What follows belongs to an exercise in optimizing a design on an open flow for small area, a short achievable clock period and few clock cycles per item; a production flow would make more cautious choices. Only simulation tests tie the RTL to the original design; equivalence was not proved.

[flow/config.mk]
export PLATFORM = sky130hd
export DESIGN_NAME = range_coder_encoder_top
export DESIGN_NICKNAME = range_coder_encoder_top
export VERILOG_FILES = /design/flow/design.v
export SDC_FILE = /design/flow/constraint.sdc
export NUM_CORES = 4
export LEC_CHECK = 0
export ABC_CLOCK_PERIOD_IN_PS = 5000
export CAP_MARGIN = 20
export CORE_MARGIN = 2
export CORE_UTILIZATION = 40
export SETUP_SLACK_MARGIN = 4.5
export SLEW_MARGIN = 20
[flow/constraint.sdc]
create_clock -name core_clock -period 11.0 [get_ports {i_clk}]
set_input_delay 2.2000 -clock core_clock [delete_from_list [all_inputs] [get_ports {i_clk}]]
set_output_delay 2.2000 -clock core_clock [all_outputs]
set_load 0.01 [all_outputs]
[flow/design.v]
package rce_pkg;
    localparam int BOUND_W   = 32;
    localparam int FREQ_W    = 16;
    localparam int TRY_W     = 19;
    localparam int DIV_K     = 2;
    localparam int DIV_CYC   = BOUND_W / DIV_K;
    localparam int DIV_CNT_W = $clog2(DIV_CYC);
    localparam logic OP_ENCODE = 1'b0;
    localparam logic OP_FLUSH  = 1'b1;
endpackage
module rce_muldiv (
    input  logic [rce_pkg::FREQ_W-1:0]  i_r,
    input  logic [rce_pkg::BOUND_W-1:0] i_sq,
    input  logic [rce_pkg::DIV_K-1:0]   i_l,
    input  logic [rce_pkg::FREQ_W-1:0]  i_k0,
    input  logic [rce_pkg::FREQ_W:0]    i_k1c,
    input  logic [rce_pkg::FREQ_W+1:0]  i_k2c,
    input  logic [rce_pkg::FREQ_W:0]    i_k1,
    output logic [rce_pkg::FREQ_W-1:0]  o_r,
    output logic [rce_pkg::BOUND_W-1:0] o_sq,
    output logic [rce_pkg::DIV_K-1:0]   o_qb
);
    localparam int TW = rce_pkg::TRY_W;
    localparam int FW = rce_pkg::FREQ_W;
    always_comb begin
        logic [TW-1:0]               a, y0, y1, y2, k1, k1c, k2c, k2;
        logic [FW-1:0]               r;
        logic [rce_pkg::BOUND_W-1:0] sq;
        logic                        b, l, p1, p2, one;
        r  = i_r;
        sq = i_sq;
        k1  = {{(TW-FW-1){i_k1[FW]}}, i_k1};
        k1c = {{(TW-FW-1){i_k1c[FW]}}, i_k1c};
        k2c = {{(TW-FW-2){i_k2c[FW+1]}}, i_k2c};
        k2  = {k1[TW-2:0], 1'b0};
        for (int k = 0; k < rce_pkg::DIV_K; k++) begin
            b   = sq[rce_pkg::BOUND_W-1];
            l   = i_l[rce_pkg::DIV_K-1-k];
            a   = {2'd0, r, 1'b0};
            y0  = a + (b ? {3'd0, i_k0} : '0);
            y1  = a + (b ? k1c : k1);
            y2  = a + (b ? k2c : k2);
            p1  = !y1[TW-1];
            p2  = !y2[TW-1];
            r   = p2 ? y2[FW-1:0] : (p1 ? y1[FW-1:0] : y0[FW-1:0]);
            one = p1 && !p2;
            sq  = {sq[rce_pkg::BOUND_W-2:0], one ^ l};
            o_qb[rce_pkg::DIV_K-1-k] = p2 || (one && l);
        end
        o_r  = r;
        o_sq = sq;
    end
endmodule
module range_coder_encoder_top (
    input  logic        i_clk,
    input  logic        i_rst_n,
    input  logic        i_s_axis_tvalid,
    output logic        o_s_axis_tready,
    input  logic [47:0] i_s_axis_tdata,   
    input  logic        i_s_axis_tuser,   
    output logic        o_m_axis_tvalid,
    input  logic        i_m_axis_tready,
    output logic [7:0]  o_m_axis_tdata,   
    output logic        o_m_axis_tlast
);
    localparam int W  = rce_pkg::BOUND_W;
    localparam int F  = rce_pkg::FREQ_W;
    localparam int K  = rce_pkg::DIV_K;
    typedef enum logic [1:0] {
        S_IDLE = 2'd0,
        S_DIV  = 2'd1,
        S_FIN  = 2'd2
    } t_state;
    t_state                        r_state;
    logic [rce_pkg::DIV_CNT_W-1:0] r_cnt;
    logic [1:0]                    r_ecnt;
    logic                          r_pend, r_flush, r_hold, r_inv;
    logic [W-1:0]                  r_low, r_high;
    logic [F-1:0]                  r_k0_lo, r_k0_hi;
    logic [F:0]                    r_k1, r_k1c_lo, r_k1c_hi;
    logic [F+1:0]                  r_k2c_lo, r_k2c_hi;
    logic [F-1:0]                  r_r_lo, r_r_hi;
    logic [W-1:0]                  r_sq_lo, r_sq_hi;
    logic [F-1:0]   in_cum, in_fr, in_tot;
    logic [F:0]     in_sum;
    logic           op_flush, op_valid;
    logic [W:0]     span;
    logic           full, top_eq, emit, emit_last, start;
    logic [F-1:0]   n_r_lo, n_r_hi;
    logic [W-1:0]   n_sq_lo, n_sq_hi;
    logic [K-1:0]   n_qb_lo, n_qb_hi;
    logic [W-1:0]   new_low, new_high;
    assign in_cum   = i_s_axis_tdata[F-1:0];
    assign in_fr    = i_s_axis_tdata[F +: F];
    assign in_tot   = i_s_axis_tdata[2*F +: F];
    assign in_sum   = {1'b0, in_cum} + {1'b0, in_fr};
    assign op_flush = (i_s_axis_tuser == rce_pkg::OP_FLUSH);
    assign op_valid = (in_fr != '0) && (in_tot != '0) && (in_sum <= {1'b0, in_tot});
    assign span = {1'b0, r_high} - {1'b0, r_low} + 33'd1;
    assign full = span[W];
    assign top_eq    = (r_low[31:24] == r_high[31:24]);
    assign emit      = (r_state == S_IDLE) && (r_flush || (r_pend && top_eq));
    assign emit_last = (r_ecnt == 2'd3) || (!r_flush && (r_low[23:16] != r_high[23:16]));
    assign start     = (r_state == S_IDLE) && !emit && i_s_axis_tvalid && !op_flush && op_valid;
    always_comb begin
        o_s_axis_tready = 1'b0;
        if (r_state == S_IDLE) begin
            o_s_axis_tready = !emit && (op_flush || (r_hold && r_inv));
        end else if (r_state == S_FIN) begin
            o_s_axis_tready = 1'b1;
        end
    end
    rce_muldiv u_lo (
        .i_r(r_r_lo), .i_sq(r_sq_lo), .i_l(r_low[W-1 -: K]),
        .i_k0(r_k0_lo), .i_k1c(r_k1c_lo), .i_k2c(r_k2c_lo), .i_k1(r_k1),
        .o_r(n_r_lo), .o_sq(n_sq_lo), .o_qb(n_qb_lo)
    );
    rce_muldiv u_hi (
        .i_r(r_r_hi), .i_sq(r_sq_hi), .i_l(r_low[W-1 -: K]),
        .i_k0(r_k0_hi), .i_k1c(r_k1c_hi), .i_k2c(r_k2c_hi), .i_k1(r_k1),
        .o_r(n_r_hi), .o_sq(n_sq_hi), .o_qb(n_qb_hi)
    );
    assign new_low  = r_sq_lo + {r_low[W-2:0], 1'b0};
    assign new_high = r_sq_hi + {r_high[W-2:0], 1'b0} - 32'd1;
    always_ff @(posedge i_clk) begin
        r_k0_lo  <= in_cum;
        r_k0_hi  <= in_sum[F-1:0];
        r_k1     <= -{1'b0, in_tot};
        r_k1c_lo <= {1'b0, in_cum} - {1'b0, in_tot};
        r_k1c_hi <= in_sum - {1'b0, in_tot};
        r_k2c_lo <= {2'd0, in_cum} - {1'b0, in_tot, 1'b0};
        r_k2c_hi <= {1'b0, in_sum} - {1'b0, in_tot, 1'b0};
        r_inv    <= !op_valid;
        r_r_lo  <= n_r_lo;
        r_r_hi  <= n_r_hi;
        r_sq_lo <= n_sq_lo;
        r_sq_hi <= n_sq_hi;
        if (r_state == S_IDLE) begin
            r_r_lo  <= full ? in_cum : '0;
            r_r_hi  <= full ? in_sum[F-1:0] : '0;
            r_sq_lo <= span[W-1:0];
            r_sq_hi <= span[W-1:0];
        end
        if (!i_rst_n) begin
            r_state <= S_IDLE;
            r_cnt   <= '0;
            r_ecnt  <= '0;
            r_pend  <= 1'b0;
            r_flush <= 1'b0;
            r_hold  <= 1'b0;
            r_low   <= '0;
            r_high  <= '1;
        end else begin
            r_hold <= i_s_axis_tvalid && !o_s_axis_tready;
            case (r_state)
                S_IDLE: begin
                    if (emit) begin
                        if (i_m_axis_tready) begin
                            r_ecnt <= r_ecnt + 2'd1;
                            r_low  <= {r_low[W-9:0], 8'h00};
                            if (!r_flush) r_high <= {r_high[W-9:0], 8'hFF};
                            if (emit_last) begin
                                r_pend  <= 1'b0;
                                r_flush <= 1'b0;
                            end
                        end
                    end else begin
                        r_pend <= 1'b0;
                        r_ecnt <= '0;
                        if (i_s_axis_tvalid && op_flush) begin
                            r_flush <= 1'b1;
                        end else if (start) begin
                            r_state <= S_DIV;
                            r_cnt   <= '0;
                        end
                    end
                end
                S_DIV: begin
                    r_cnt  <= r_cnt + 1'b1;
                    r_low  <= {r_low[W-K-1:0], n_qb_lo};
                    r_high <= {r_high[W-K-1:0], n_qb_hi};
                    if (r_cnt == rce_pkg::DIV_CNT_W'(rce_pkg::DIV_CYC - 1)) begin
                        r_state <= S_FIN;
                    end
                end
                S_FIN: begin
                    r_state <= S_IDLE;
                    r_pend  <= 1'b1;
                    r_low   <= new_low;
                    r_high  <= new_high;
                end
                default: r_state <= S_IDLE;
            endcase
        end
    end
    assign o_m_axis_tvalid = emit;
    assign o_m_axis_tdata  = r_flush ? r_low[W-1:W-8] : r_high[W-1:W-8];
    assign o_m_axis_tlast  = emit_last;
endmodule
[flow/run.sh]
#!/bin/bash
# synth_recipe.tcl (not shown) runs the flow's synth.tcl, then flattens the netlist and writes it again
# the make line also repeats each setting of config.mk as NAME=value (left out here)
make -C /OpenROAD-flow-scripts/flow DESIGN_CONFIG=/design/flow/config.mk WORK_HOME=/design/flow/orfs CLKGATE_MAP_FILE= SYNTH_SCRIPT=/design/flow/synth_recipe.tcl finish
==> notes.md, run 1 <==
status timing/DRC/antenna clean; Layout Nets 4303; Slew Limit Headroom 0.220; Slowest-stage cell, CP dfxtp_4; crit-path max FO 24; GRT Residual Overflow 0; cell area after synthesis approximately 0.029 mm2; wire length per cell 18.9 um; Worst EP arrival about 6800 ps; register area share after synthesis 0.200; max-cap viol count 0; first-pass GRT wire length ~140 mm; setup TNS 0 ps; Startpoint Class register; Synth Net Count 4272; Fin. Hold Viols 0; clk buf depth 3; # rows between 90 and 100; drt via density 5.59; ys async rst share 0; Worst Hold Class register to register; ANT nets after route 0; clock sinks about 290; Cells after Synth 3776; final RePlAce weighted congestion roughly 0.93; ant diodes 0; Worst Path Required between 10000 and 15000 ps; H-tree depth 2; Max Slew Vio Count 0; initial antenna violation count 1; CTS tree built; post-DP HPWL 70.4 mm; critical path type register to register; RSZ-0062 raised after global routing yes; Unique masters post-synth 101; die area approximately 0.074 mm2; Ys Warns 2; max frequency around 0.16 GHz; Horiz. Die Dim about 270 um; final wirelength 90.5 mm; crit-path most repeated cell ha_1; Die Y-Extent about 270 um; worst clock skew roughly 42 ps; Iter 0 DRT Violations 1900; number of CTS-inserted buffers 38; period utilization 0.578; synth-to-layout area growth 12.2%; core area between 0.07 and 0.08 mm2; R2R setup slack around 4600 ps; fill count 7210; Port-buffer cells 63; worst-margin pin slew 1160 ps; vias in the first global route about 25000; via count roughly 27000; Post-synth EDFFs 0; drt first pass iters 5; Yosys reg bits ~290; starting density of the core 0.405; GRT Util Overall 0.238; Final Setup Violations 0; Worst-Skew Late Latency 590 ps; residual DRC count 0; clk slew on worst S/H paths approximately 60 ps; num ports 64; syn avg cell area roughly 7.7 um2; share of layout cells above drive strength 1 0.0542; CTS root buf clkbuf_16; CP peak stage delay roughly 450 ps; Post-synth top flop dfxtp_1; largest net degree at the start of global routing 80; min Tclk post-route approximately 6400 ps; Crit. End Element register
-- cell type report --
class | instances | area [um2] | area share
Multi-Input combinational cell | 3068 | 21900 | 0.674
Sequential cell | 289 | 5800 | 0.179
Tap cell | 950 | 1190 | 0.0366
Timing Repair Buffer | 103 | 1030 | 0.0318
Inverter | 307 | 1150 | 0.0355
Clock buffer | 47 | 1030 | 0.0319
Clock inverter | 21 | 380 | 0.0117
-- stage by stage --
stage / hold slack (ps) / cell area [um2] / utilization / setup WS, ps / instances
after global routing: 467 / 32500 / 0.454 / 4230 / 4785
after CTS: 453 / 32200 / 0.450 / 4500 / 4777
after floorplan: 430 / 28900 / - / 4610 / 3776
after detailed placement: 452 / 30500 / 0.427 / 3370 / 4698
after global placement: 445 / 30500 / 0.427 / 3540 / 4698
final: 453 / 32500 / 0.454 / 4640 / 4785
-- cells by family (layout without fill, tap and decap cells) --
family                   after synthesis  in the layout  share of synthesized area
XOR/XNOR                             274            274                     0.0834
AND/OR/NAND/NOR                     1164           1164                      0.189
multiplexers                          40             40                     0.0143
buffers and inverters                419            478                     0.0550
AO/OA/AOI/OAI                       1147           1147                      0.261
adder cells (fa/ha/maj)              443            443                      0.197
flip-flops                           289            289                      0.200
-- sequential cells by signal, summed over array words and instances, names as in the netlist --
name      count
r_sq_hi      32
r_hold        1
r_k1c_lo     17
r_k2c_hi     18
r_k0_lo      15
r_inv         1
r_low        32
r_sq_lo      32
r_k2c_lo     18
r_k1c_hi     17
r_r_lo       16
r_r_hi       16
r_k0_hi      15
r_state       2
r_flush       1
r_cnt         4
r_pend        1
r_ecnt        2
r_high       32
r_k1         17
-- synthesized netlist by cell type, drive strengths merged (9+ instances only) --
cell type,n,area (um2)
nand2,470,1770
ha,423,5290
inv,305,1140
o21ai,292,1470
dfxtp,289,5790
a21oi,279,1400
nor2,217,815
xnor2,190,1660
a21o,114,857
clkbuf,103,387
xor2,83,727
nand2b,82,513
nor3,80,405
and2,67,419
nand3,63,315
o211ai,49,373
nor2b,45,282
o21a,45,339
a211oi,39,298
o21bai,33,248
a31oi,32,221
or3,31,199
and3,30,189
mux2i,29,290
a221oi,28,245
a22oi,26,195
a2111oi,23,210
o221ai,23,201
fa,20,400
nand4,19,119
nor4,19,119
a211o,15,131
o31ai,14,119
a21boi,13,97.6
o2111ai,12,105
mux2,11,124
o41ai,11,130
o311ai,10,87.6
a221o,9,90.1
a31o,9,78.8
buf,9,52.5
nand3b,9,67.6
o31a,9,80.1
-- what timing repair did --
| item | 4_1_cts | 5_1_grt |
|---|---|---|
| cloned | 0 | 1 |
| pin swaps | 5 | 9 |
| hold endpoints to repair | 0 | 0 |
| setup endpoints to repair | 42 | 43 |
| hold buffers | 0 | 0 |
| buffers inserted | 11 | 7 |
| gates resized for setup | 20 | 49 |
-- layout by cell type (no fill, tap or decap), types with 30 or more instances in the layout --
cell type          n
o21bai_1          32
a211oi_1          37
o21a_1            44
xnor2_1          190
nand3_1           63
a21o_1           113
inv_1            304
nand2_1          468
dfxtp_1          283
ha_1             417
a21oi_1          266
o21ai_0          279
nor2_1           213
clkdlybuf4s50_1   59
nor2b_1           45
or3_1             30
nand2b_1          81
clkbuf_16         39
and2_1            66
xor2_1            83
nor3_1            77
o211ai_1          48
-- final timing paths --
path / startpoint / endpoint / depth (start not counted)
max: r_sq_hi[31] / r_high[0] / 28
min: r_sq_lo[10] / r_sq_lo[12] / 2
max reg2reg: r_sq_hi[31] / r_high[0] / 28
min reg2reg: r_sq_lo[10] / r_sq_lo[12] / 2
-- routing by layer --
metal  global-route usage  part of all wire  up-vias
met5                    0           0.00014        -
met4               0.0863             0.038        2
met3               0.0294             0.049      151
met2                0.402              0.46      636
met1                0.310              0.46    12300
li1                     -                 -    13600
-- critical path, delay by kind of cell (launching register included) --
family	cells	cell delay (ps)
adders and majority gates	3	730
buffers and inverters	2	370
DFF	1	450
AOI/OAI and AO/OA	14	3260
muxes	1	280
and+or+nand+nor	8	1100
Testbench counts, summed over its fixed seeds: cycles 25,163, items 1,392.
==> inputs of run 2 (changes only) <==
--- a/flow/config.mk
+++ b/flow/config.mk
@@ -5,9 +5,7 @@
 export SDC_FILE = /design/flow/constraint.sdc
 export NUM_CORES = 4
 export LEC_CHECK = 0
-export ABC_CLOCK_PERIOD_IN_PS = 5000
 export CAP_MARGIN = 20
 export CORE_MARGIN = 2
 export CORE_UTILIZATION = 40
-export SETUP_SLACK_MARGIN = 4.5
 export SLEW_MARGIN = 20
==> run 2 against run 1 <==
Fmax is 15% lower. Wire length hardly changed. First-iteration DRC count is 0.74% higher. Clock-buffer cell count is 2 lower. Hold slack better by 3.5 ps. Utilization is 0.86 points lower. Via count is 0.74% higher. Critical path type unchanged. Highest routed layer unchanged.
==> notes.md, run 2 <==
status timing/DRC/antenna clean; Crit. End Element register; period utilization 0.681 (+0.103); max-cap viol count 0 (unchanged); Ys Warns 2 (unchanged); first-pass GRT wire length 142 mm (+0.74%); worst clock skew 20.6 ps (-21.1 ps); post-DP HPWL 71.2 mm (+1.1%); Synth Net Count 4272 (unchanged); pre-CTS setup slack 3430 ps (+60.6 ps); Port-buffer cells 63 (unchanged); Die Y-Extent 273 um (unchanged); setup TNS 0 ps (unchanged); Post-CTS Setup Repair Bufs 0 (-11); Post-synth EDFFs 0 (unchanged); Layout Nets 4283 (-0.46%); Worst-Skew Late Latency 560 ps (-30 ps); initial antenna violation count 1 (unchanged); Post-synth top flop dfxtp_1; Worst Path Required 11400 ps (-40 ps); starting density of the core 0.405 (unchanged); synth-to-layout area growth 10.1%; wire length per cell 19.0 um (+0.37%); Unique masters post-synth 101 (unchanged); Cells after Synth 3776 (unchanged); number of CTS-inserted buffers 37 (-2.6%); post-synth top area cell dfxtp_1; Horiz. Die Dim 273 um (unchanged); final wirelength 90.5 mm (about the same); Iter 0 DRT Violations 1914 (+0.74%); CTS tree built; register area share after synthesis 0.200 (unchanged); ys async rst share 0 (unchanged); Slowest-stage cell, CP a2111oi_1; ANT nets after route 0 (unchanged); Startpoint Class register; RSZ-0062 raised after global routing no; most frequent cells in the layout 468 x nand2_1, 420 x ha_1, 304 x inv_1, 286 x dfxtp_1, 280 x o21ai_0; most numerous cell in the Yosys netlist nand2_1; Top delay family on crit path compound AO/OA/AOI/OAI gates; CP Buf/Inv Count 3 (+1); synth cell count leaders 468 x nand2_1, 423 x ha_1, 304 x inv_1; GRT Util Overall 0.240 (+0.00153); core area 0.0715 mm2 (unchanged); clk slew on worst S/H paths 60 ps (about the same); min Tclk post-route 7490 ps (+1130 ps); clk buf depth 3 (unchanged); Slew Limit Headroom 0.278 (+0.0572); crit-path max FO 60 (+150%); Worst EP arrival 7890 ps (+1090 ps); fin worst setup slack 3510 ps (-1130 ps); H-tree depth 2 (unchanged); via count 27000 (+0.74%); ant diodes 0 (unchanged); die area 0.0745 mm2 (unchanged); post-CTS resize count 0 (-100%); final RePlAce weighted congestion 0.926 (-0.84%); fill count 7300 (+1.2%); num ports 64 (unchanged); CP peak stage delay 550 ps (+100 ps); Yosys reg bits 289 (unchanged); Max Slew Vio Count 0 (unchanged); top-area cell type share of the netlist area 0.200 (unchanged); cell area after synthesis 0.0289 mm2 (unchanged); hold_buf cts 0 (unchanged); share of layout cells above drive strength 1 0.0393 (-0.0149); largest net degree at the start of global routing 95 (+19%); GRT Residual Overflow 0 (unchanged); Worst Hold Class register to register; residual DRC count 0 (unchanged); max frequency 0.134 GHz (-15%); clock sinks 289 (unchanged); ranking of synthesized cells by area dfxtp_1 20%, ha_1 18%, nand2_1 6.1%, xnor2_1 5.8%, o21ai_0 4.8%; commonest non-fill, non-tap cell in the layout nand2_1; critical path type register to register; # rows 98 (unchanged); drt first pass iters 5 (unchanged); vias in the first global route 25300 (-0.25%); Final Setup Violations 0 (unchanged); syn avg cell area 7.66 um2 (unchanged); Fin. Hold Viols 0 (unchanged); drt via density 5.66 (+1.1%); CTS root buf clkbuf_16; worst-margin pin slew 1070 ps (-85.1 ps)
run 2: cell counts after synthesis:
No cell type changed its count.
run 2: per-layer routing:
layer	routed length (um)	GRT usage
met5	14	0
met4	3350	0.0885
met3	4330	0.0315
met2	41700	0.405
met1	41100	0.310
run 2: final timing paths:
check	start	to	slack (ps)	cells after the start
worst max-delay path	r_sq_hi[31]	r_high[0]	3510	28
worst min-delay path	r_sq_lo[28]	r_sq_lo[30]	460	2
worst max register to register	r_sq_hi[31]	r_high[0]	3510	28
worst min register to register	r_sq_lo[28]	r_sq_lo[30]	460	2
run 2: cell type report:
cell class                 instances  area (um2)  share of cell area
clock inverter                    23         287             0.00900
sequential                       289        5790               0.182
timing repair buffer              84         783              0.0246
inverter                         307        1150              0.0362
multi-input combinational       3068       21600               0.679
tap                              950        1190              0.0373
clock buffer                      45        1020              0.0320
run 2: worst min-delay path, delay by kind of cell (launching register included):
family | cells | cell delay [ps]
buffers and inverters | 1 | 50
AOI/OAI and AO/OA | 1 | 60
DFF | 1 | 310
run 2: logic make-up after synthesis:
kind of cell | count (synthesis) | synth area share
xor+xnor | 274 | 0.0834
fa+ha+maj | 443 | 0.197
buf+inv | 419 | 0.0550
mux | 40 | 0.0143
simple gates | 1164 | 0.189
flops | 289 | 0.200
compound gates | 1147 | 0.261
run 2: per-stage QoR:
stage               cells  area, um2  hold slack, ps  utilization
CTS                  4766      31800             459        0.445
global route         4766      31800             485        0.445
global placement     4698      30500             446        0.427
floorplan            3776      28900             430            -
finish               4766      31800             456        0.445
detailed placement   4698      30500             451        0.427
==> inputs of run 3 (changes only) <==
--- a/flow/config.mk
+++ b/flow/config.mk
@@ -5,7 +5,9 @@
 export SDC_FILE = /design/flow/constraint.sdc
 export NUM_CORES = 4
 export LEC_CHECK = 0
+export ABC_CLOCK_PERIOD_IN_PS = 6000
 export CAP_MARGIN = 20
 export CORE_MARGIN = 2
 export CORE_UTILIZATION = 40
+export SETUP_SLACK_MARGIN = 5
 export SLEW_MARGIN = 20
==> run 3 against run 2 <==
Critical path depth fell by 10. Design area rose by 5.0%. Utilization rose by 2.2 points. Clock-buffer cell count rose by 5. Setup slack improved by 1600 ps. Clock skew fell by 1.3 ps. Flip-flop and latch count did not move. Via count rose by 1.8%. Global-route usage rose by 0.30 points. Register-to-register slack improved by 1600 ps. Critical path type is now input pin to register.
==> notes.md, run 3 <==
max-cap viol count 0 (unchanged); Die Y-Extent 273 um (unchanged); Unique masters post-synth 101 (unchanged); fill count 7218 (-1.1%); top-area cell type share of the netlist area 0.200 (unchanged); largest net degree at the start of global routing 93 (-2.1%); post-synthesis adder-cell area fraction 0.197 (unchanged); synth-to-layout area growth 15.6%; FF/Latch Area 0.00580 mm2 (+0.13%); Horiz. Die Dim 273 um (unchanged); Ys Warns 2 (unchanged); Post-synth EDFFs 0 (unchanged); XOR/XNOR Fraction of Synth Area 0.0834 (unchanged); RSZ-0062 raised after global routing yes; Crit. End Element register; Max Slew Vio Count 0 (unchanged); Worst-Skew Late Latency 550 ps (about the same); post-DP HPWL 70.3 mm (-1.2%); Post-synth top flop dfxtp_1; first-pass GRT wire length 143 mm (+1.3%); ranking of synthesized cells by area dfxtp_1 20%, ha_1 18%, nand2_1 6.1%, xnor2_1 5.8%, o21ai_0 4.8%; Finished Layout Cells 4851 (+1.8%); clk slew on worst S/H paths 60 ps (about the same); Layout Nets 4371 (+2.1%); CTS tree built; # rows 98 (unchanged); ANT nets after route 0 (unchanged); final RePlAce weighted congestion 0.919 (-0.75%); Compound-Gate Fraction of Synth Area 0.261 (unchanged); ant diodes 0 (unchanged); final wirelength 92.9 mm (+2.6%); Yosys reg bits 289 (unchanged); vias in the first global route 26100 (+3.0%); GRT Util Overall 0.243 (+0.00296); status timing/DRC/antenna clean; Startpoint Class input pin; period utilization 0.538 (-0.143); met3 usage 0.0300 (-0.00158); post-synth top area cell dfxtp_1; residual DRC count 0 (unchanged); Final Setup Violations 0 (unchanged); critical path type input pin to register; register area share after synthesis 0.200 (unchanged); hold path depth 2 (unchanged); multi-input logic area 0.0224 mm2 (+3.4%); Worst Hold Class register to register; Fin. Hold Viols 0 (unchanged); ys async rst share 0 (unchanged); simple-gate share of the synthesized area 0.189 (unchanged); Worst EP arrival 6380 ps (-1510 ps); met1 Resource Use GR 0.317 (+0.00702); clk buf depth 3 (unchanged); wire length per cell 19.2 um (+0.85%); Synth Net Count 4272 (unchanged); worst hold endpoint r_sq_lo[30]; via count 27400 (+1.8%); largest family of logic cells by synthesized area compound AO/OA/AOI/OAI gates; number of CTS-inserted buffers 36 (-2.7%); Slew Limit Headroom 0.199 (-0.0782); mux cell area share after synthesis 0.0143 (unchanged); worst clock skew 19.3 ps (-1.32 ps); H-tree depth 2 (unchanged); core area 0.0715 mm2 (unchanged); grt met2 use 0.406 (+0.000935); Iter 0 DRT Violations 2060 (+7.6%); origin of the critical flop-to-flop path r_sq_hi[31]; synth cell count leaders 468 x nand2_1, 423 x ha_1, 304 x inv_1; Port-buffer cells 63 (unchanged); CTS root buf clkbuf_16; max frequency 0.169 GHz (+27%); hold_buf cts 0 (unchanged); starting density of the core 0.405 (unchanged); cell area after synthesis 0.0289 mm2 (unchanged); drt via density 5.66 (about the same); Worst Path Required 11470 ps (+70 ps); worst-margin pin slew 1190 ps (+116 ps); commonest non-fill, non-tap cell in the layout nand2_1; reg2reg end r_high[0]; share of layout cells above drive strength 1 0.0869 (+0.0476); GRT Residual Overflow 0 (unchanged); syn avg cell area 7.66 um2 (unchanged); min Tclk post-route 5910 ps (-1580 ps); cell total after placement 4699 (+0.021%); drt first pass iters 6 (+1); initial antenna violation count 2 (+1); Reg2Reg Depth 29 (+3.6%); R2R setup slack 5110 ps (+1600 ps); num ports 64 (unchanged); crit-path max FO 5 (-92%); most frequent cells in the layout 461 x nand2_1, 397 x ha_1, 302 x inv_1, 282 x dfxtp_1, 267 x o21ai_0; Cells after Synth 3776 (unchanged); die area 0.0745 mm2 (unchanged); most numerous cell in the Yosys netlist nand2_1; gr busiest metal met2; HP Start r_sq_lo[28]; setup TNS 0 ps (unchanged); clock sinks 289 (unchanged)
run 3: changes by cell type in the layout (fill, tap and decap cells not counted), sizes merged, moves of 2 or more:
| cell | previous run | this run |
|---|---|---|
| dlygate4sd2 | 0 | 2 |
| clkbuf | 45 | 56 |
| buf | 22 | 105 |
| dlymetal6s2s | 0 | 8 |
| bufinv | 6 | 3 |
| clkinv | 14 | 10 |
| bufbuf | 0 | 5 |
| inv | 307 | 304 |
| clkdlybuf4s50 | 62 | 47 |
run 3: kinds of logic (layout without fill, tap and decap cells):
group,after synthesis,in the layout
xor gates and xnor gates,274,274
adders and majority gates,443,443
AOI/OAI and AO/OA,1147,1147
DFF,289,289
muxes,40,40
buffers and inverters,419,544
and+or+nand+nor,1164,1164
run 3: area by class of cell:
| class | count | share of cell area |
|---|---|---|
| multi-input cells | 3068 | 0.669 |
| inverters | 307 | 0.0346 |
| clock inverters | 14 | 0.00457 |
| flip-flops and latches | 289 | 0.173 |
| clock buffers | 50 | 0.0304 |
| repair buffers | 173 | 0.0527 |
| well taps | 950 | 0.0356 |
run 3: stage by stage:
step | hold slack (ps) | cell area [um2] | utilization | worst slack (ps)
3_3_place_gp | 447 | 30600 | 0.428 | 3670
5_1_grt | 479 | 33400 | 0.468 | 4950
2_1_floorplan | 430 | 29000 | - | 5000
3_5_place_dp | 449 | 30600 | 0.428 | 3520
6_report | 456 | 33400 | 0.468 | 5090
4_1_cts | 455 | 32700 | 0.457 | 5000
run 3: worst max path at each step:
stage | from | to | cells past startpoint
finish | i_s_axis_tdata[16] | r_cnt[0] | 18
global route | r_sq_hi[31] | r_high[0] | 29
CTS | r_sq_lo[31] | r_r_lo[14] | 24
detailed placement | r_sq_lo[31] | r_r_lo[6] | 23
global placement | r_sq_lo[31] | r_r_lo[6] | 23
floorplan | r_sq_hi[31] | r_high[0] | 29
run 3: worst max-delay path, stage by stage:
cell and delay, ps:
clkbuf_2 160, ha_2 220, fa_2 350, a21o_1 200
a21oi_2 160, o211ai_1 150, a41oi_2 290, buf_4 180
xnor2_4 90, ha_4 210, or4_4 560, nor4_4 360
nor4bb_2 100, a31oi_1 230, a211o_2 250, a31oi_4 130
or3_1 420, a21oi_1 140
run 3: timing repair:
action | CTS | global route
buffers inserted | 44 | 35
gates resized for setup | 88 | 114
pin swaps | 32 | 48
endpoints found under the setup margin | 50 | 48
cloned | 7 | 2
run 3: metal layers:
metal | up-vias | wire length [um]
li1 | 13800 | -
met1 | 12700 | 42300
met2 | 725 | 42000
met3 | 182 | 4870
met4 | 4 | 3720
met5 | - | 26
==> inputs of run 4 (changes only) <==
--- a/flow/config.mk
+++ b/flow/config.mk
@@ -5,7 +5,7 @@
 export SDC_FILE = /design/flow/constraint.sdc
 export NUM_CORES = 4
 export LEC_CHECK = 0
-export ABC_CLOCK_PERIOD_IN_PS = 6000
+export ABC_CLOCK_PERIOD_IN_PS = 4000
 export CAP_MARGIN = 20
 export CORE_MARGIN = 2
 export CORE_UTILIZATION = 40
==> run 4 against run 3 <==
Flip-flop and latch count unchanged. Sequential share of layout area stayed put. Cell count unchanged. First-iteration DRC count is the same. Design area stayed put. Via count did not move. Non-clock buffer count is the same. Setup slack did not move. Area after synthesis unchanged. Critical path type unchanged. Highest routed layer unchanged.
==> notes.md, run 4 <==
status timing/DRC/antenna clean; via count 27400 (unchanged); GRT Residual Overflow 0 (unchanged); Port-buffer cells 63 (unchanged); ys async rst share 0 (unchanged); origin of the critical flop-to-flop path r_sq_hi[31]; most frequent cells in the layout 461 x nand2_1, 397 x ha_1, 302 x inv_1, 282 x dfxtp_1, 267 x o21ai_0; top-area cell type share of the netlist area 0.200 (unchanged); CP Launch Point i_s_axis_tdata[16]; register area share after synthesis 0.200 (unchanged); R2R setup slack 5110 ps (about the same); hold_buf cts 0 (unchanged); worst clock skew 19.3 ps (unchanged); post-synth top area cell dfxtp_1; clock sinks 289 (unchanged); Die Y-Extent 273 um (unchanged); first-pass GRT wire length 143 mm (unchanged); period utilization 0.538 (unchanged); die area 0.0745 mm2 (unchanged); post-DP HPWL 70.3 mm (unchanged); GRT Util Overall 0.243 (unchanged); Post-synth top flop dfxtp_1; CTS root buf clkbuf_16; HP Start r_sq_lo[28]; Worst-Skew Late Latency 550 ps (about the same); drt first pass iters 6 (unchanged); met3 usage 0.0300 (unchanged); met1 Resource Use GR 0.317 (unchanged); cell area after placement 0.0306 mm2 (unchanged); Reg2Reg Depth 29 (unchanged); Layout Nets 4371 (unchanged); RSZ-0062 raised after global routing yes; final wirelength 92.9 mm (unchanged); Unique masters post-synth 101 (unchanged); wire length per cell 19.2 um (unchanged); reg2reg end r_high[0]; starting density of the core 0.405 (unchanged); Cells after Synth 3776 (unchanged); ANT nets after route 0 (unchanged); Max Slew Vio Count 0 (unchanged); synth cell count leaders 468 x nand2_1, 423 x ha_1, 304 x inv_1; Final Core Density 0.468 (unchanged); Crit. End Element register; commonest non-fill, non-tap cell in the layout nand2_1; worst-margin pin slew 1190 ps (unchanged); Horiz. Die Dim 273 um (unchanged); fin area 0.0334 mm2 (unchanged); Ys Warns 2 (unchanged); Iter 0 DRT Violations 2060 (unchanged); Yosys reg bits 289 (unchanged); Worst Hold Class register to register; Worst Path Required 11470 ps (about the same); cell area after synthesis 0.0289 mm2 (unchanged); most numerous cell in the Yosys netlist nand2_1; max-cap viol count 0 (unchanged); critical path type input pin to register; Post-synth EDFFs 0 (unchanged); setup TNS 0 ps (unchanged); CTS tree built; Startpoint Class input pin; Slew Limit Headroom 0.199 (unchanged); number of CTS-inserted buffers 36 (unchanged); share of layout cells above drive strength 1 0.0869 (unchanged); # rows 98 (unchanged); H-tree depth 2 (unchanged); grt met2 use 0.406 (unchanged); max frequency 0.169 GHz (unchanged); worst hold endpoint r_sq_lo[30]; largest net degree at the start of global routing 93 (unchanged); vias in the first global route 26100 (unchanged); fill count 7218 (unchanged); num ports 64 (unchanged); Fin. Hold Viols 0 (unchanged); Final Setup Violations 0 (unchanged); drt via density 5.66 (unchanged); final RePlAce weighted congestion 0.919 (unchanged); clk slew on worst S/H paths 60 ps (about the same); min Tclk post-route 5910 ps (unchanged); clk buf depth 3 (unchanged); ant diodes 0 (unchanged); ranking of synthesized cells by area dfxtp_1 20%, ha_1 18%, nand2_1 6.1%, xnor2_1 5.8%, o21ai_0 4.8%; residual DRC count 0 (unchanged); synth-to-layout area growth 15.6% (unchanged); gr busiest metal met2; Synth Net Count 4272 (unchanged); crit-path max FO 5 (unchanged); hold path depth 2 (unchanged); fin worst setup slack 5090 ps (unchanged); core area 0.0715 mm2 (unchanged); initial antenna violation count 2 (unchanged); syn avg cell area 7.66 um2 (unchanged); Worst EP arrival 6380 ps (about the same); pre-CTS setup slack 3520 ps (unchanged)
[run 4: cell counts in the layout (fill, tap and decap cells not counted)]
No cell type changed its count.
[run 4: metrics by stage]
| step | instances | hold slack (ps) |
|---|---|---|
| after floorplan | 3776 | 430 |
| after global placement | 4699 | 447 |
| after detailed placement | 4699 | 449 |
| after CTS | 4814 | 455 |
| after global routing | 4851 | 479 |
| final | 4851 | 456 |
[run 4: critical path, cell delays in order]
cell and delay (ps):
clkbuf_2 160, ha_2 220, fa_2 350, a21o_1 200
a21oi_2 160, o211ai_1 150, a41oi_2 290, buf_4 180
xnor2_4 90, ha_4 210, or4_4 560, nor4_4 360
nor4bb_2 100, a31oi_1 230, a211o_2 250, a31oi_4 130
or3_1 420, a21oi_1 140
[run 4: area by class of cell]
class                           instances  area (um2)  area share
Sequential cell                       289        5800       0.173
Tap cell                              950        1190      0.0356
Clock inverter                         14         153     0.00457
Timing Repair Buffer                  173        1760      0.0527
Inverter                              307        1160      0.0346
Clock buffer                           50        1010      0.0304
Multi-Input combinational cell       3068       22400       0.669
[run 4: routing by layer]
metal | share of wire | vias up
li1 | - | 13800
met1 | 0.45 | 12700
met2 | 0.45 | 725
met3 | 0.052 | 182
met4 | 0.040 | 4
met5 | 0.00028 | -
[run 4: how the worst max path moves through the flow]
stage            endpoint  slack (ps)  cells after the start
6_report         r_cnt[0]        5090                     18
5_1_grt         r_high[0]        4950                     29
4_1_cts        r_r_lo[14]        5000                     24
3_5_place_dp    r_r_lo[6]        3520                     23
3_3_place_gp    r_r_lo[6]        3670                     23
2_1_floorplan   r_high[0]        5000                     29
[run 4: kinds of logic (layout without fill, tap and decap cells)]
| family | Yosys count | after routing | share of synthesized area |
|---|---|---|---|
| AND/OR/NAND/NOR | 1164 | 1164 | 0.189 |
| AO/OA/AOI/OAI | 1147 | 1147 | 0.261 |
| adder cells (fa/ha/maj) | 443 | 443 | 0.197 |
| buffers and inverters | 419 | 544 | 0.0550 |
| flip-flops | 289 | 289 | 0.200 |
| XOR/XNOR | 274 | 274 | 0.0834 |
| multiplexers | 40 | 40 | 0.0143 |
[run 4: timing repair]
item | 4_1_cts | 5_1_grt
pin swaps | 32 | 48
setup buffers | 44 | 35
hold endpoints to repair | 0 | 0
gates cloned | 7 | 2
setup endpoints to repair | 50 | 48
gates resized for setup | 88 | 114
==> inputs of run 5 (changes only) <==
--- a/flow/design.v
+++ b/flow/design.v
@@ -84,8 +84,8 @@
     logic [F-1:0]   in_cum, in_fr, in_tot;
     logic [F:0]     in_sum;
     logic           op_flush, op_valid;
-    logic [W:0]     span;
-    logic           full, top_eq, emit, emit_last, start;
+    logic [W:0]     span, span_b;
+    logic           full, top_eq, emit, emit_last, emit_end, start;
     logic [F-1:0]   n_r_lo, n_r_hi;
     logic [W-1:0]   n_sq_lo, n_sq_hi;
     logic [K-1:0]   n_qb_lo, n_qb_hi;
@@ -96,12 +96,15 @@
     assign in_sum   = {1'b0, in_cum} + {1'b0, in_fr};
     assign op_flush = (i_s_axis_tuser == rce_pkg::OP_FLUSH);
     assign op_valid = (in_fr != '0) && (in_tot != '0) && (in_sum <= {1'b0, in_tot});
-    assign span = {1'b0, r_high} - {1'b0, r_low} + 33'd1;
-    assign full = span[W];
+    assign span_b = {1'b0, r_high} - {1'b0, r_low} + 33'd1;
+    assign span   = emit_end ? {span_b[W-8:0], 8'h00} : span_b;
+    assign full   = span[W];
     assign top_eq    = (r_low[31:24] == r_high[31:24]);
     assign emit      = (r_state == S_IDLE) && (r_flush || (r_pend && top_eq));
     assign emit_last = (r_ecnt == 2'd3) || (!r_flush && (r_low[23:16] != r_high[23:16]));
-    assign start     = (r_state == S_IDLE) && !emit && i_s_axis_tvalid && !op_flush && op_valid;
+    assign emit_end  = emit && !r_flush && emit_last;
+    assign start     = (r_state == S_IDLE) && (!emit || (emit_end && i_m_axis_tready)) &&
+                       i_s_axis_tvalid && !op_flush && op_valid;
     always_comb begin
         o_s_axis_tready = 1'b0;
         if (r_state == S_IDLE) begin
@@ -163,6 +166,10 @@
                                 r_pend  <= 1'b0;
                                 r_flush <= 1'b0;
                             end
+                            if (start) begin
+                                r_state <= S_DIV;
+                                r_cnt   <= '0;
+                            end
                         end
                     end else begin
                         r_pend <= 1'b0;
@@ -186,6 +193,7 @@
                 S_FIN: begin
                     r_state <= S_IDLE;
                     r_pend  <= 1'b1;
+                    r_ecnt  <= '0;
                     r_low   <= new_low;
                     r_high  <= new_high;
                 end
==> run 5 against run 4 <==
Area after synthesis up 1.7%. Design area rose by 0.65%. Clock-buffer cell count shrank 3. Fmax up 0.57%. Cell count increased by 1.1%. Largest cell class unchanged. Global-route usage up 0.47 points. Critical endpoint is now r_r_hi[15]. Highest routed layer unchanged. Die area grew 1.7%. Flip-flop and latch count did not move.
==> notes.md, run 5 <==
Compound-Gate Fraction of Synth Area 0.256 (-0.00547); Cells after Synth 3855 (+2.1%); clk slew on worst S/H paths 60 ps (about the same); vias in the first global route 25900 (-0.74%); Fin. Hold Viols 0 (unchanged); hold slack final 458 ps (+1.66 ps); commonest non-fill, non-tap cell in the layout nand2_1; crit-path max FO 6 (+1); GRT Residual Overflow 0 (unchanged); met2 routed WL 44.8 mm (+6.6%); Finished Layout Cells 4902 (+1.1%); worst-margin pin slew 955 ps (-235 ps); critical path type register to register; simple-gate share of the synthesized area 0.201 (+0.0122); core area 0.0728 mm2 (+1.9%); met3 wire length 4.81 mm (-1.1%); register area share after synthesis 0.197 (-0.00334); CTS tree built; synth cell count leaders 509 x nand2_1, 423 x ha_1, 289 x dfxtp_1; top sig layer met5; die area 0.0757 mm2 (+1.7%); Worst Hold Class register to register; Final Setup Violations 0 (unchanged); Post-synth EDFFs 0 (unchanged); most frequent cells in the layout 507 x nand2_1, 406 x ha_1, 283 x dfxtp_1, 274 x inv_1, 257 x a21oi_1; Die Y-Extent 275 um (+0.83%); fill count 7281 (+0.87%); initial antenna violation count 5 (+3); Yosys reg bits 289 (unchanged); Final Core Density 0.462 (-0.00567); Unique masters post-synth 89 (-12%); Worst-Skew Late Latency 570 ps (+20 ps); cell total after placement 4789 (+1.9%); number of CTS-inserted buffers 37 (+2.8%); Horiz. Die Dim 275 um (+0.83%); post-synth top area cell dfxtp_1; cell area after synthesis 0.0294 mm2 (+1.7%); CP Buf/Inv Count 2 (unchanged); Post-synth top flop dfxtp_1; # rows 99 (+1.0%); largest net degree at the start of global routing 79 (-15%); drt via density 5.70 (+0.81%); Startpoint Class register; final RePlAce weighted congestion 0.903 (-1.8%); Port-buffer cells 63 (unchanged); Worst EP arrival 6340 ps (-40 ps); post-DP HPWL 74.5 mm (+6.0%); Top delay family on crit path compound AO/OA/AOI/OAI gates; Worst Path Required 11460 ps (about the same); clock sinks 289 (unchanged); clk buf depth 3 (unchanged); max frequency 0.170 GHz (+0.57%); top-area cell type share of the netlist area 0.197 (-0.00334); Slowest-stage cell, CP dfxtp_4; Crit. End Element register; residual DRC count 0 (unchanged); hold_buf cts 0 (unchanged); drt first pass iters 5 (-1); H-tree depth 2 (unchanged); post-synthesis adder-cell area fraction 0.194 (-0.00328); largest family of logic cells by synthesized area compound AO/OA/AOI/OAI gates; ANT nets after route 0 (unchanged); max-cap viol count 0 (unchanged); via count 28000 (+1.9%); Layout Nets 4409 (+0.87%); first-pass GRT wire length 147 mm (+2.7%); Max Slew Vio Count 0 (unchanged); setup TNS 0 ps (unchanged); ranking of synthesized cells by area dfxtp_1 20%, ha_1 18%, nand2_1 6.5%, xnor2_1 5.7%, a21oi_1 4.7%; num ports 64 (unchanged); status timing/DRC/antenna clean; mux cell area share after synthesis 0.0195 (+0.00521); Iter 0 DRT Violations 1981 (-3.8%); ys async rst share 0 (unchanged); synth-to-layout area growth 14.4%; final wirelength 96.9 mm (+4.3%); CP peak stage delay 430 ps (-130 ps); share of layout cells above drive strength 1 0.0799 (-0.00699); Synth Net Count 4351 (+1.8%); period utilization 0.535 (-0.00303); min Tclk post-route 5880 ps (-33.3 ps); wire length per cell 19.8 um (+3.2%); most numerous cell in the Yosys netlist nand2_1; GRT Util Overall 0.247 (+0.00466); WL met1 44.4 mm (+5.1%); starting density of the core 0.404 (-0.000759); Slew Limit Headroom 0.357 (+0.158); Ys Warns 2 (unchanged); worst clock skew 30.1 ps (+10.8 ps); syn avg cell area 7.63 um2 (-0.39%); CTS root buf clkbuf_16; RSZ-0062 raised after global routing yes; XOR/XNOR Fraction of Synth Area 0.0821 (-0.00135)
[run 5: cell count changes in the layout (fill, tap and decap cells not counted), sizes merged, moves of 8 or more]
cell and delta:
a2111oi -8, a21boi +14, a31oi +9, buf -42, clkdlybuf4s50 +9, inv -25
mux2i +16, nand2 +39, nand3 +28, o211ai +8, o21ai -49, o221ai -15
or2 +9
[run 5: tightest hold or removal path, stage by stage, from the launching register on]
cell and delay [ps]:
dfxtp_1 310, inv_1 40, o21ai_0 60
[run 5: repair_timing]
item | CTS | global route
buffers inserted | 11 | 24
setup endpoints to repair | 44 | 47
cloned | 4 | 5
pin swaps | 13 | 43
resized for setup | 71 | 107
[run 5: layout make-up]
class                      count  area, um2  share of cell area
clock buffer                  47       1030              0.0307
tap                          959       1200              0.0357
sequential                   289       5800               0.172
antenna                        1       2.50           0.0000744
clock inverter                21        288             0.00855
inverter                     278       1040              0.0310
timing repair buffer         136       1460              0.0434
multi-input combinational   3171      22800               0.678
[run 5: cells by family (layout without fill, tap and decap cells)]
| family | Yosys count | in the layout |
|---|---|---|
| fa+ha+maj | 443 | 443 |
| simple gates | 1259 | 1259 |
| buf+inv | 395 | 482 |
| flops | 289 | 289 |
| xor+xnor | 274 | 274 |
| other cells | 0 | 1 |
| mux | 56 | 56 |
| compound gates | 1139 | 1139 |
[run 5: per-stage QoR]
stage	instance area [um2]	setup slack (ps)
floorplan	29400	5030
global placement	31100	3840
detailed placement	31100	3660
CTS	32900	4980
global route	33600	4920
finish	33600	5120
[run 5: path summary, 6_finish.rpt]
path | endpoint | depth (start not counted) | from | slack, ps
max | r_r_hi[15] | 25 | r_sq_hi[31] | 5120
min | r_sq_lo[30] | 2 | r_sq_lo[28] | 460
min reg2reg | r_sq_lo[30] | 2 | r_sq_lo[28] | 460
max reg2reg | r_r_hi[15] | 25 | r_sq_hi[31] | 5120
[run 5: per-layer routing]
metal  vias to the layer above  global-route usage
met5                         -                   0
met4                         6              0.0745
met3                       154              0.0263
met2                       708               0.417
met1                     13100               0.331
li1                      14000                   -
Testbench counts of run 5, summed over its fixed seeds: cycles 24,602, items 1,392.
==> inputs of run 6 (changes only) <==
==> flow/flow/run.sh (new file) <==
#!/bin/bash
set -e
bash standard.sh SETUP_SLACK_MARGIN=5.5 finish > standard.log 2>&1
==> flow/standard.sh (new file) <==
#!/bin/bash
# synth_recipe.tcl (not shown) runs the flow's synth.tcl, then flattens the netlist and writes it again
# the make line also repeats each setting of config.mk as NAME=value (left out here)
make -C /OpenROAD-flow-scripts/flow DESIGN_CONFIG=/design/flow/config.mk WORK_HOME=/design/flow/orfs CLKGATE_MAP_FILE= SYNTH_SCRIPT=/design/flow/synth_recipe.tcl "${@:-finish}"
removed: flow/run.sh
==> run 6 against run 5 <==
Critical endpoint unchanged. Largest cell class unchanged. Critical path depth increased by 1. Highest routed layer is now met4. Setup slack better by 62 ps. Design area is 6.3% higher. Sequential share of layout area down 1.0 points. Hold slack improved by 12 ps.
==> notes.md, run 6 <==
Synth Net Count 4351 (unchanged); final RePlAce weighted congestion 0.944 (+4.6%); clk buf depth 3 (unchanged); Final Setup Violations 0 (unchanged); mux cell area share after synthesis 0.0195 (unchanged); Horiz. Die Dim 275 um (unchanged); Reg2Reg Depth 26 (+4.0%); register area share after synthesis 0.197 (unchanged); Post-synth EDFFs 0 (unchanged); die area 0.0757 mm2 (unchanged); CTS tree built; Yosys reg bits 289 (unchanged); grt met2 use 0.434 (+0.0163); number of CTS-inserted buffers 39 (+5.4%); ANT nets after route 0 (unchanged); setup TNS 0 ps (unchanged); critical path type register to register; Max Slew Vio Count 0 (unchanged); most frequent cells in the layout 497 x nand2_1, 362 x ha_1, 284 x dfxtp_1, 269 x inv_1, 238 x a21oi_1; post-synthesis adder-cell area fraction 0.194 (unchanged); Cells after Synth 3855 (unchanged); synth cell count leaders 509 x nand2_1, 423 x ha_1, 289 x dfxtp_1; GRT Residual Overflow 0 (unchanged); post-DP HPWL 74.9 mm (+0.49%); cell area after synthesis 0.0294 mm2 (unchanged); ranking of synthesized cells by area dfxtp_1 20%, ha_1 18%, nand2_1 6.5%, xnor2_1 5.7%, a21oi_1 4.7%; Final Core Density 0.491 (+0.0290); drt first pass iters 6 (+1); fin worst setup slack 5180 ps (+62.0 ps); via count 28600 (+2.2%); post-synth top area cell dfxtp_1; Worst Path Required 11450 ps (about the same); share of layout cells above drive strength 1 0.140 (+0.0596); min Tclk post-route 5820 ps (-62.0 ps); crit-path max FO 6 (unchanged); Compound-Gate Fraction of Synth Area 0.256 (unchanged); Iter 0 DRT Violations 1884 (-4.9%); origin of the critical flop-to-flop path r_sq_hi[31]; # rows 99 (unchanged); worst clock skew 29.8 ps (-0.295 ps); synth-to-layout area growth 21.6%; commonest non-fill, non-tap cell in the layout nand2_1; Crit. End Element register; gr busiest metal met2; Post-synth top flop dfxtp_1; largest net degree at the start of global routing 68 (-14%); ant diodes 0 (-1); pre-CTS setup slack 3540 ps (-120 ps); largest family of logic cells by synthesized area compound AO/OA/AOI/OAI gates; first-pass GRT wire length 153 mm (+3.5%); clk slew on worst S/H paths 60 ps (about the same); Worst Hold Class register to register; max frequency 0.172 GHz (+1.1%); clock sinks 289 (unchanged); GRT Util Overall 0.255 (+0.00791); num ports 64 (unchanged); RSZ-0062 raised after global routing yes; XOR/XNOR Fraction of Synth Area 0.0821 (unchanged); Ys Warns 2 (unchanged); worst-margin pin slew 929 ps (-26.9 ps); H-tree depth 2 (unchanged); Critical Path End r_r_hi[15]; initial antenna violation count 1 (-4); residual DRC count 0 (unchanged); Worst-Skew Late Latency 570 ps (about the same); Slew Limit Headroom 0.380 (+0.0231); ys async rst share 0 (unchanged); Die Y-Extent 275 um (unchanged); Fin. Hold Viols 0 (unchanged); simple-gate share of the synthesized area 0.201 (unchanged); period utilization 0.529 (-0.00563); Worst EP arrival 6270 ps (-70 ps); max-cap viol count 0 (unchanged); Startpoint Class register; CP peak stage delay 510 ps (+80 ps); Slowest-stage cell, CP or4_4; met3 usage 0.0272 (+0.000960); CTS root buf clkbuf_16; syn avg cell area 7.63 um2 (unchanged); most numerous cell in the Yosys netlist nand2_1; CP Launch Point r_sq_hi[31]; wire length per cell 19.9 um (+0.57%); hold_buf cts 0 (unchanged); core area 0.0728 mm2 (unchanged); Port-buffer cells 63 (unchanged); reg2reg end r_r_hi[15]; final wirelength 99.7 mm (+2.9%); Unique masters post-synth 89 (unchanged); R2R setup slack 5180 ps (+60 ps); top-area cell type share of the netlist area 0.197 (unchanged); status timing/DRC/antenna clean; Layout Nets 4523 (+2.6%); met1 Resource Use GR 0.333 (+0.00248); vias in the first global route 27400 (+5.7%); starting density of the core 0.404 (unchanged); drt via density 5.69 (-0.14%)
run 6: changes by cell type in the layout (fill, tap and decap cells not counted), moves of 12 or more:
cell,before,now
o21ai_0,215,187
buf_6,1,21
ha_1,406,362
buf_4,55,144
a21oi_2,21,35
o21ai_2,12,24
ha_4,6,49
clkdlybuf4s50_1,56,44
a21oi_1,257,238
run 6: cell families after synthesis:
family                     count (synthesis)
and+or+nand+nor                         1259
AOI/OAI and AO/OA                       1139
adders and majority gates                443
buffers and inverters                    395
DFF                                      289
xor gates and xnor gates                 274
muxes                                     56
run 6: final cells by class:
class                           count  area [um2]
Fill cell                        7152       37100
Multi-Input combinational cell   3171       24000
Sequential cell                   289        5800
Timing Repair Buffer              248        2380
Tap cell                          959        1200
Clock buffer                       51        1080
Inverter                          278        1050
Clock inverter                     20         251
run 6: per-stage QoR:
step / std cells / cell area [um2] / hold slack [ps]
after floorplan: 3855 / 29600 / 430
after global placement: 4790 / 31200 / 452
after detailed placement: 4790 / 31200 / 466
after CTS: 4953 / 34500 / 462
after global routing: 5016 / 35800 / 485
final: 5016 / 35800 / 470
run 6: what timing repair did:
item,in CTS,in global routing
endpoints found under the setup margin,54,48
gates cloned,7,1
buffers inserted,85,61
gates resized for setup,240,195
pin swaps,95,121
run 6: worst min path at each step:
stage | start | end | slack, ps | depth (start not counted)
after detailed placement | r_sq_lo[7] | r_sq_lo[9] | 470 | 1
after CTS | r_sq_lo[11] | r_sq_lo[13] | 460 | 1
after floorplan | r_sq_lo[0] | r_sq_lo[2] | 430 | 2
after global placement | r_sq_lo[28] | r_sq_lo[30] | 450 | 2
final | r_sq_lo[4] | r_sq_lo[6] | 470 | 2
after global routing | r_sq_lo[11] | r_sq_lo[13] | 490 | 1
run 6: routing by layer:
layer,share of wire,vias up
met5,0,-
met2,0.46,773
met3,0.047,182
met4,0.037,0
li1,-,14200
met1,0.46,13400
run 6: critical path, delay by kind of cell, from the launching register on:
family	cells	cell delay, ps
multiplexers	1	310
buffers and inverters	4	450
AO/OA/AOI/OAI	12	2590
adder cells (fa/ha/maj)	3	730
XOR/XNOR	1	210
flip-flops	1	460
AND/OR/NAND/NOR	5	910
==> inputs of run 7 (changes only) <==
==> flow/flow/run.sh (replaced) <==
#!/bin/bash
set -e
bash standard.sh SETUP_SLACK_MARGIN=6.0 finish > standard.log 2>&1
==> run 7 against run 6 <==
Utilization up 0.42 points. Flip-flop and latch count unchanged. Wire length up 1.8%. Clock skew up 7.7 ps. Hold slack worse by 22 ps. Register-to-register slack worse by 60 ps. First-iteration DRC count up 10%. Sequential share of layout area down 0.096 points. Largest cell class unchanged.
==> notes.md, run 7 <==
min Tclk post-route 5880 ps (+63.8 ps); final RePlAce weighted congestion 0.928 (-1.7%); cell area after synthesis 0.0294 mm2 (unchanged); reg2reg end r_r_hi[15]; Startpoint Class register; drt via density 5.76 (+1.1%); Worst EP arrival 6330 ps (+60 ps); max-cap viol count 0 (unchanged); worst clock skew 37.6 ps (+7.71 ps); CTS root buf clkbuf_16; share of layout cells above drive strength 1 0.152 (+0.0122); first-pass GRT wire length 156 mm (+2.1%); Max Slew Vio Count 0 (unchanged); grt met2 use 0.440 (+0.00608); ranking of synthesized cells by area dfxtp_1 20%, ha_1 18%, nand2_1 6.5%, xnor2_1 5.7%, a21oi_1 4.7%; number of CTS-inserted buffers 38 (-2.6%); Fin. Hold Viols 0 (unchanged); clock sinks 289 (unchanged); Slew Limit Headroom 0.300 (-0.0805); most frequent cells in the layout 497 x nand2_1, 368 x ha_1, 276 x dfxtp_1, 267 x inv_1, 231 x a21oi_1; GRT Util Overall 0.260 (+0.00516); Port-buffer cells 63 (unchanged); cell area after placement 0.0314 mm2 (+0.38%); num ports 64 (unchanged); wire length per cell 20.2 um (+1.6%); synth cell count leaders 509 x nand2_1, 423 x ha_1, 289 x dfxtp_1; GRT Residual Overflow 0 (unchanged); clk slew on worst S/H paths 60 ps (about the same); # rows 99 (unchanged); commonest non-fill, non-tap cell in the layout nand2_1; Cells after Synth 3855 (unchanged); period utilization 0.535 (+0.00580); multi-input logic area 0.0241 mm2 (+0.57%); Final Setup Violations 0 (unchanged); Yosys reg bits 289 (unchanged); met3 usage 0.0273 (+0.0000873); Worst Hold Class register to register; hold path depth 2 (unchanged); H-tree depth 2 (unchanged); HP Start r_sq_lo[14]; syn avg cell area 7.63 um2 (unchanged); final wirelength 102 mm (+1.8%); origin of the critical flop-to-flop path r_sq_hi[31]; FF/Latch Area 0.00581 mm2 (+0.26%); register area share after synthesis 0.197 (unchanged); fin area 0.0361 mm2 (+0.85%); starting density of the core 0.404 (unchanged); Die Y-Extent 275 um (unchanged); worst hold endpoint r_sq_lo[16]; clk buf depth 3 (unchanged); Reg2Reg Depth 25 (-3.8%); initial antenna violation count 0 (-1); post-DP HPWL 74.5 mm (-0.62%); largest net degree at the start of global routing 78 (+15%); worst-margin pin slew 1050 ps (+118 ps); critical path type register to register; Iter 0 DRT Violations 2076 (+10%); max frequency 0.170 GHz (-1.1%); RSZ-0062 raised after global routing yes; most numerous cell in the Yosys netlist nand2_1; core area 0.0728 mm2 (unchanged); Unique masters post-synth 89 (unchanged); residual DRC count 0 (unchanged); die area 0.0757 mm2 (unchanged); Worst Path Required 11450 ps (about the same); status timing/DRC/antenna clean; gr busiest metal met2; Horiz. Die Dim 275 um (unchanged); post-synth top area cell dfxtp_1; fill count 7076 (-1.1%); Worst-Skew Late Latency 580 ps (about the same); R2R setup slack 5120 ps (-60 ps); CTS tree built; top-area cell type share of the netlist area 0.197 (unchanged); Crit. End Element register; crit-path max FO 8 (+2); Ys Warns 2 (unchanged); ANT nets after route 0 (unchanged); Final Core Density 0.495 (+0.00419); Post-synth top flop dfxtp_1; drt first pass iters 5 (-1); Synth Net Count 4351 (unchanged); Layout Nets 4535 (+0.27%); ys async rst share 0 (unchanged); Post-synth EDFFs 0 (unchanged); met1 Resource Use GR 0.344 (+0.0109); ant diodes 0 (unchanged); setup TNS 0 ps (unchanged); synth-to-layout area growth 22.6%; vias in the first global route 27900 (+1.8%); via count 28900 (+1.3%)
-- run 7: layout make-up --
| class | instances | share of cell area |
|---|---|---|
| sequential | 289 | 0.161 |
| timing repair buffer | 258 | 0.0710 |
| inverter | 278 | 0.0289 |
| clock inverter | 21 | 0.00694 |
| clock buffer | 48 | 0.0294 |
| tap | 959 | 0.0333 |
| multi-input combinational | 3174 | 0.669 |
-- run 7: worst max path at each step --
stage	start	endpoint
final	r_sq_hi[31]	r_r_hi[15]
after global routing	r_sq_hi[31]	r_r_hi[15]
after CTS	r_sq_hi[31]	r_r_hi[15]
after detailed placement	r_sq_lo[31]	r_low[0]
after global placement	r_sq_lo[31]	r_low[0]
after floorplan	r_sq_hi[31]	r_r_hi[15]
-- run 7: critical path: stages (launching register included) --
cell and delay, ps:
dfxtp_4 470, buf_8 170, nand2b_4 140, nand2_4 60
ha_4 260, a211o_1 110, o211ai_1 80, buf_4 170
a21o_1 190, o211a_4 260, o31ai_4 310, nor2_4 120
mux2_4 320, a22o_4 240, ha_4 170, fa_2 390
a21oi_4 170, o21ai_2 100, o41a_1 350, a41o_1 230
or4_4 440, a31o_4 260, a21oi_4 130, xor3_1 210
nor3b_1 150, a211o_1 250
-- run 7: per-stage QoR --
| step | hold WS (ps) | setup WS (ps) | cells |
|---|---|---|---|
| floorplan | 430 | 5390 | 3855 |
| global placement | 436 | 3750 | 4784 |
| detailed placement | 457 | 3610 | 4784 |
| CTS | 449 | 5100 | 4977 |
| global route | 481 | 5000 | 5027 |
| finish | 448 | 5120 | 5027 |
-- run 7: routing by layer --
layer | routed length [um] | part of all wire
met1 | 45400 | 0.45
met2 | 46900 | 0.46
met3 | 5610 | 0.055
met4 | 3630 | 0.036
met5 | 0 | 0
-- run 7: timing repair --
| action | CTS | global route |
|---|---|---|
| pin swaps | 138 | 98 |
| cloned | 9 | 2 |
| setup endpoints to repair | 65 | 61 |
| buffers inserted | 115 | 48 |
| hold buffers | 0 | 0 |
| gates resized for setup | 379 | 121 |
-- run 7: logic make-up (layout without fill, tap and decap cells) --
group	count (synthesis)	count (layout)	share of synthesized area
fa+ha+maj	443	443	0.194
compound gates	1139	1141	0.256
mux	56	56	0.0195
flops	289	289	0.197
buf+inv	395	605	0.0510
simple gates	1259	1260	0.201
xor+xnor	274	274	0.0821

[afterwards: timing with drivers on the ports]
How much do the figures lean on ideal ports? The routed layouts below were timed once more, with nothing changed but the port constraints. Step 1 assumes that a clkbuf_16 drives the clock port and a buf_2 every other input. Step 2 moves the port delays by t, midway between the first and last clock arrival at a register: inputs arrive t later, outputs are due t later. That takes back most of the time a late clock gives input paths. Slacks: ideal ports / drivers / drivers and shift; pairs: ideal ports / drivers.
run	t (ns)	slack for setup (ns)	clock arrival spread, ns	worst slew at a driven data input, ns
run 1	0.640	4.643 / 4.643 / 4.140	0.043 / 0.042	0.13
run 2	0.620	3.509 / 3.509 / 3.361	0.023 / 0.024	0.13
run 3	0.607	5.086 / 5.111 / 4.516	0.022 / 0.021	0.13
run 4	0.607	5.086 / 5.111 / 4.516	0.022 / 0.021	0.13
run 5	0.627	5.119 / 5.119 / 4.548	0.030 / 0.030	0.14
run 6	0.620	5.181 / 5.181 / 4.971	0.030 / 0.030	0.06
run 7	0.626	5.118 / 5.118 / 4.905	0.037 / 0.038	0.06
After both steps every run listed still meets setup and hold. The setup slack of run 5, which loses most, moves by 0.000 ns with the drivers and by -0.571 ns with both steps.
